From an optimization exercise on the open Yosys and OpenROAD flow, aimed at small area; shortcuts taken in it are not production practice. The RTL was checked by simulation tests, not by an equivalence proof against the original design. Power is estimated from default activity; no workload was simulated.

// lc4_processor_ss
module lc4_processor_ss #(
    parameter logic [15:0] PC_RESET = 16'h8200
) (
    input  logic        gwe,
    input  logic        i_rst_n,
    output logic [15:0] o_cur_pc,
    input  logic [15:0] i_cur_insn_a,     
    input  logic [15:0] i_cur_insn_b,     
    output logic [15:0] o_dmem_addr,
    output logic        o_dmem_we,
    output logic [15:0] o_dmem_towrite,
    input  logic [15:0] i_dmem_rdata,
    output logic        o_retire_a_valid,
    output logic [15:0] o_retire_a_pc,
    output logic [15:0] o_retire_a_insn,
    output logic        o_retire_a_rd_we,
    output logic [2:0]  o_retire_a_rd,
    output logic [15:0] o_retire_a_wdata,
    output logic        o_retire_a_dmem_we,
    output logic [15:0] o_retire_a_dmem_addr,
    output logic        o_retire_b_valid,
    output logic [15:0] o_retire_b_pc,
    output logic [15:0] o_retire_b_insn,
    output logic        o_retire_b_rd_we,
    output logic [2:0]  o_retire_b_rd,
    output logic [15:0] o_retire_b_wdata,
    output logic        o_retire_b_dmem_we,
    output logic [15:0] o_retire_b_dmem_addr
);
Size: ~1800 cells after synthesis, roughly 240 I/O pins, ~16000 um^2 of cells after synthesis.
export LEC_CHECK = 0
export CAP_MARGIN = 10
export CORE_MARGIN = 2
export CORE_UTILIZATION = 50
export CTS_BUF_LIST = sky130_fd_sc_hd__clkbuf_8 sky130_fd_sc_hd__clkbuf_16
export CTS_CLUSTER_DIAMETER = 100
export CTS_CLUSTER_SIZE = 30
export SLEW_MARGIN = 10
create_clock -name core_clock -period 8.0 [get_ports {gwe}]
standard.sh (not shown) runs the stock make flow with config.mk's settings and CLKGATE_MAP_FILE= SYNTH_SCRIPT=/design/flow/synth_recipe.tcl, a recipe that flattens the netlist after the stock synthesis.
==> flow/flow/run.sh <==
#!/bin/bash
# Layout flow: the standard ORFS flow with three changes:
#  - synthesis is the standard flow's own script, but ABC maps the logic with an area-oriented script
#    (flow/abc_area.script) and adders are left to ABC instead of the library's full-adder
#    cells (ADDER_MAP_FILE empty); registers are mapped before ABC runs, so they are unchanged;
#  - every port still gets a buffer, but the smallest one (buf_1);
#  - clock tree synthesis without dummy loads, with the buffers listed in CTS_BUF_LIST.
# Each tool's output goes to a log file of its own in the work folder.
set -euo pipefail
W=$(pwd)
FLOWDIR=$W/flow

# synth_recipe.tcl with ABC's -script argument replaced
{
  head -n 1 synth_recipe.tcl
  echo "proc abc {args} {"
  echo "  set i [lsearch -exact \$args -script]"
  echo "  if {\$i >= 0} { lset args [expr {\$i + 1}] {$FLOWDIR/abc_area.script} }"
  echo "  yosys abc {*}\$args"
  echo "}"
  tail -n +2 synth_recipe.tcl
} > "$W/own_synth.tcl"

export BUFFER_PORTS_ARGS="-buffer_cell sky130_fd_sc_hd__buf_1"
cfg() { sed -n "s/^export $1 *= *//p" config.mk | tail -n 1; }
CTS_BUFS=$(cfg CTS_BUF_LIST)
CTS_BUFS=${CTS_BUFS:-sky130_fd_sc_hd__clkbuf_4 sky130_fd_sc_hd__clkbuf_8}
CTS_A="-sink_clustering_enable -repair_clock_nets -dont_use_dummy_load -buf_list {$CTS_BUFS}"
[[ -n "$(cfg CTS_CLUSTER_SIZE)" ]] && CTS_A="$CTS_A -sink_clustering_size $(cfg CTS_CLUSTER_SIZE)"
[[ -n "$(cfg CTS_CLUSTER_DIAMETER)" ]] && CTS_A="$CTS_A -sink_clustering_max_diameter $(cfg CTS_CLUSTER_DIAMETER)"
export CTS_ARGS="$CTS_A"

ORFS_W=$W/orfs
RES=$ORFS_W/results/$FLOW_PLATFORM/lc4_processor_ss/base
make -C "$FLOW_HOME" DESIGN_CONFIG="$W/config.mk" WORK_HOME="$ORFS_W" CLKGATE_MAP_FILE= \
  SYNTH_SCRIPT="$W/own_synth.tcl" ADDER_MAP_FILE= finish > "$W/make_finish.log" 2>&1

: # left out here: write the final layout as DEF
==> flow/flow/abc_area.script <==
strash
balance
rewrite
refactor
balance
rewrite -z
refactor -z
balance
&get -n
&dch -f
&nf -p -R 1000
&put
strash
&get -n
&dch -f
&nf -p -R 100
&put
Rerun with:
CORE_UTILIZATION = 55   (was 50)
The changed run produced a clean layout.
Clock-buffer cell count decreases by 1.
Sequential share of layout area is higher by 0.17 points.
Final area falls slightly.
Area after synthesis stays the same.
Power stays flat.
Combinational power stays flat.
Core utilization rises by 5.4 points.

[static timing again, ports no longer ideal]
No port has a modelled driver above. Below, the same layouts with a new extraction and two added sets of constraints.
Step 1 (the two cells are an assumption about what drives the block):
set clk [get_ports {gwe}]
set_driving_cell -lib_cell sky130_fd_sc_hd__clkbuf_16 $clk
set_driving_cell -lib_cell sky130_fd_sc_hd__buf_2 [delete_from_list [all_inputs] $clk]
Step 2 times the ports against the registers' clock, not the clock port: input delays grow and output delays shrink by t, the midpoint of the rising clock arrivals with the driver on.
Three values: ideal, step 1, step 2; two values: the first two.
run | shift t [ns] | slack for setup (ns) | worst setup path at the end | worst register clock-pin slew, ns
the first run | 0.572 | 0.332 / 0.274 / 0.846 | register to output | 0.11 / 0.11
the second run | 0.572 | 0.346 / 0.292 / 0.864 | register to output | 0.12 / 0.12
After both steps every run listed still meets setup and hold.
